This is an optimization exercise on Yosys and OpenROAD, whose aim is small area, a short achievable clock period and few clock cycles per item, not a production implementation.
RTL that was checked went through simulation tests only; none was proved equivalent to the original.
No activity file was given, so power comes from the tool's default toggle rates. The clock port is modelled as an ideal driver; clocking choices that lean on that would not hold on a real chip.

==> flow/design.v <==
package mfcc_delta_pkg;
    localparam int CEP_DATA_WIDTH = 16;
    localparam int NUM_CEP        = 13;
    localparam int DELTA_WIN      = 5;
    localparam logic [2:0] LAST_SLOT = 3'(DELTA_WIN - 1);
    localparam logic [2:0] WIN_FULL  = 3'(DELTA_WIN);
    typedef enum logic {
        FILL    = 1'b0,
        COMPUTE = 1'b1
    } state_t;
    function automatic logic [2:0] slot_sub(input logic [2:0] slot, input logic [2:0] off);
        logic [3:0] s;
        s = {1'b0, slot} + 4'd5 - {1'b0, off};
        if (s >= 4'd5) begin
            s = s - 4'd5;
        end
        slot_sub = s[2:0];
    endfunction
    function automatic logic [2:0] slot_inc(input logic [2:0] slot);
        slot_inc = (slot == LAST_SLOT) ? 3'd0 : slot + 3'd1;
    endfunction
endpackage
module delta_coef_index_cnt #(
    parameter int WIDTH = 7
) (
    input  logic             clk,
    input  logic             rst_n,
    input  logic             clr_i,
    input  logic             en_i,
    input  logic [WIDTH-1:0] limit_i,
    output logic [WIDTH-1:0] out_o,
    output logic             over_o
);
    logic [WIDTH-1:0] cnt_q;
    logic [WIDTH-1:0] cnt_d;
    assign over_o = (cnt_q == limit_i);
    assign out_o  = cnt_q;
    always_comb begin
        cnt_d = cnt_q;
        if (clr_i) begin
            cnt_d = '0;
        end else if (en_i) begin
            cnt_d = over_o ? '0 : cnt_q + WIDTH'(1);
        end
    end
    always_ff @(posedge clk or negedge rst_n) begin
        if (!rst_n) begin
            cnt_q <= '0;
        end else begin
            cnt_q <= cnt_d;
        end
    end
endmodule
module delta_cep_window_calc #(
    parameter int DATA_WIDTH = mfcc_delta_pkg::CEP_DATA_WIDTH,
    parameter int NUM_CEP    = mfcc_delta_pkg::NUM_CEP,
    parameter int IDX_WIDTH  = 7,
    parameter int OUT_WIDTH  = DATA_WIDTH + 3
) (
    input  logic                  clk,
    input  logic                  rst_n,
    input  logic                  clear,
    input  logic                  cep_in_valid,
    input  logic [DATA_WIDTH-1:0] cep_in_data,
    output logic                  cep_in_ready,
    output logic                  delta_valid,
    output logic [OUT_WIDTH-1:0]  delta_data,
    output logic [IDX_WIDTH-1:0]  delta_idx,
    output logic                  delta_frame_end
);
    localparam int RING = 2 * NUM_CEP;           
    localparam int SW   = $clog2(RING);
    localparam int KW   = $clog2(NUM_CEP);
    localparam logic [SW-1:0] SLOT   = SW'(RING - 2);    
    localparam logic [KW-1:0] K_LAST = KW'(NUM_CEP - 1);
    logic [DATA_WIDTH-1:0] p_q [RING];
    logic [DATA_WIDTH-1:0] q_q [RING];
    logic [DATA_WIDTH-1:0] in_data_q;
    logic                  ins_q;               
    logic                  ready_q;
    logic [SW-1:0]         slot_q, slot_d;      
    logic                  xfer;
    logic [KW-1:0]         k_q;                 
    logic [2:0]            frames_q;            
    logic                  ins;
    logic                  delta_valid_q;
    logic [OUT_WIDTH-1:0]  delta_data_q;
    logic [KW-1:0]         delta_idx_q;
    logic                  delta_frame_end_q;
    assign xfer = cep_in_valid & ready_q & ~clear;
    assign slot_d = xfer ? slot_q : ((slot_q == SW'(RING - 1)) ? '0 : slot_q + SW'(1));
    always_ff @(posedge clk or negedge rst_n) begin
        if (!rst_n) begin
            slot_q  <= SLOT - SW'(1);
            ready_q <= 1'b0;
            ins_q   <= 1'b0;
        end else begin
            slot_q  <= slot_d;
            ready_q <= (slot_d == SLOT);
            ins_q   <= xfer;
        end
    end
    always_ff @(posedge clk) begin
        in_data_q <= cep_in_data;
    end
    always_ff @(posedge clk) begin
        p_q[0] <= ins_q ? in_data_q   : p_q[RING-1];
        q_q[0] <= ins_q ? p_q[RING-1] : q_q[RING-1];
        for (int r = 1; r < RING; r++) begin
            p_q[r] <= p_q[r-1];
            q_q[r] <= q_q[r-1];
        end
    end
    logic [DATA_WIDTH-1:0] c_p1, c_m1, c_m2;
    logic [OUT_WIDTH-1:0]  op_x, op_y, op_z, op_w;
    logic [OUT_WIDTH-1:0]  s1, c1, s2, c2;
    assign c_p1 = p_q[NUM_CEP-1];
    assign c_m1 = q_q[NUM_CEP-1];
    assign c_m2 = q_q[RING-1];
    assign op_x = {{(OUT_WIDTH-DATA_WIDTH-1){in_data_q[DATA_WIDTH-1]}}, in_data_q, 1'b1};
    assign op_y = {{(OUT_WIDTH-DATA_WIDTH-1){~c_m2[DATA_WIDTH-1]}}, ~c_m2, 1'b1};
    assign op_z = {{(OUT_WIDTH-DATA_WIDTH){c_p1[DATA_WIDTH-1]}}, c_p1};
    assign op_w = {{(OUT_WIDTH-DATA_WIDTH){~c_m1[DATA_WIDTH-1]}}, ~c_m1};
    assign s1 = op_x ^ op_y ^ op_z;
    assign c1 = {(op_x[OUT_WIDTH-2:0] & op_y[OUT_WIDTH-2:0]) | (op_x[OUT_WIDTH-2:0] & op_z[OUT_WIDTH-2:0])
                 | (op_y[OUT_WIDTH-2:0] & op_z[OUT_WIDTH-2:0]), 1'b1};
    assign s2 = s1 ^ c1 ^ op_w;
    assign c2 = {(s1[OUT_WIDTH-2:0] & c1[OUT_WIDTH-2:0]) | (s1[OUT_WIDTH-2:0] & op_w[OUT_WIDTH-2:0])
                 | (c1[OUT_WIDTH-2:0] & op_w[OUT_WIDTH-2:0]), 1'b0};
    assign ins = ins_q & ~clear;
    always_ff @(posedge clk or negedge rst_n) begin
        if (!rst_n) begin
            k_q           <= '0;
            frames_q      <= '0;
            delta_valid_q <= 1'b0;
        end else begin
            delta_valid_q <= ins & frames_q[2];
            if (clear) begin
                k_q      <= '0;
                frames_q <= '0;
            end else if (ins) begin
                if (k_q == K_LAST) begin
                    k_q <= '0;
                    if (!frames_q[2]) frames_q <= frames_q + 3'd1;
                end else begin
                    k_q <= k_q + KW'(1);
                end
            end
        end
    end
    always_ff @(posedge clk) begin
        delta_data_q      <= op_x + op_y + op_z + op_w + OUT_WIDTH'(1);
        delta_idx_q       <= k_q;
        delta_frame_end_q <= (k_q == K_LAST);
    end
    assign cep_in_ready    = ready_q;
    assign delta_valid     = delta_valid_q;
    assign delta_data      = delta_data_q;
    assign delta_idx       = IDX_WIDTH'(delta_idx_q);
    assign delta_frame_end = delta_frame_end_q;
endmodule
==> flow/config.mk <==
export PLATFORM = sky130hd
export DESIGN_NAME = delta_cep_window_calc
export DESIGN_NICKNAME = delta_cep_window_calc
export VERILOG_FILES = /design/flow/design.v
export SDC_FILE = /design/flow/constraint.sdc
export NUM_CORES = 4
export LEC_CHECK = 0
export CAP_MARGIN = 20
export CORE_MARGIN = 2
export CORE_UTILIZATION = 40
export SLEW_MARGIN = 20
==> flow/constraint.sdc <==
create_clock -name core_clock -period 11.0 [get_ports {clk}]
set_input_delay 2.2000 -clock core_clock [delete_from_list [all_inputs] [get_ports {clk}]]
set_output_delay 2.2000 -clock core_clock [all_outputs]
set_load 0.01 [all_outputs]
standard.sh (not shown) runs the stock make flow with config.mk's settings and CLKGATE_MAP_FILE= SYNTH_SCRIPT=/design/flow/synth_recipe.tcl, a recipe that flattens the netlist after the stock synthesis.
==> flow/flow/run.sh <==
#!/bin/bash
set -euo pipefail
cd "$(dirname "$0")/.."
export CTS_ARGS="-sink_clustering_enable -repair_clock_nets -dont_use_dummy_load -sink_clustering_size 34 -sink_clustering_max_diameter 90 -buf_list {sky130_fd_sc_hd__clkbuf_8 sky130_fd_sc_hd__clkbuf_16}"
export BUFFER_PORTS_ARGS="-buffer_cell sky130_fd_sc_hd__buf_2"
export SETUP_SLACK_MARGIN=7.3
bash standard.sh > make.log 2>&1
The baseline finished with timing, DRC and antenna clean.
==> next run, changes <==
--- a/flow/design.v
+++ b/flow/design.v
@@ -148,9 +148,9 @@
             end
         end
     end
     always_ff @(posedge clk) begin
-        delta_data_q      <= op_x + op_y + op_z + op_w + OUT_WIDTH'(1);
+        delta_data_q      <= s2 + c2;
         delta_idx_q       <= k_q;
         delta_frame_end_q <= (k_q == K_LAST);
     end
     assign cep_in_ready    = ready_q;
What happened: The new run ran to the end with no violations; fmax went up by about 2.3%; die area went up by about 0.44%; critical path depth does not change; register-to-register slack is better by 0.13 ns; synthesized area went up by 0.44%; first-iteration DRC count went up by about 2.7%; global-route usage went up by 0.26 points; combinational power went up by about 40%; wire length went up by about 1%; worst setup slack is better by 0.077 ns; non-clock buffer count does not change; sequential share of layout area went down by 0.26 points; cell area went up by about 0.34%; core utilization hardly moves.
Testbench counts after the change, summed over its fixed seeds: cycles 5,016, items 4,576.
Only the layout flow was run in the first run of this note; the RTL was not checked for function there.

## static timing again, ports no longer ideal
No port has a modelled driver above. Below, the same layouts with a new extraction and two added sets of constraints.
Step 1, drivers: a clkbuf_16 drives clk and a buf_2 each remaining input, both assumed.
Step 2 moves the port delays by t, midway between the first and last clock arrival at a register: inputs arrive t later, outputs are due t later. That takes back most of the time a late clock gives input paths.
a / b / c = no drivers / after step 1 / after step 2; a / b = the first two.
| run | shift t [ns] | setup WS [ns] | cell pins on the clock port's net |
|---|---|---|---|
| the first run | 0.633 | 7.542 / 7.489 / 7.511 | 1 |
| the second run | 0.641 | 7.619 / 7.565 / 7.413 | 1 |
After both steps every run listed still meets setup and hold. For the second run, which loses most, drivers alone change the setup slack by -0.054 ns; drivers and shift together by -0.206 ns.
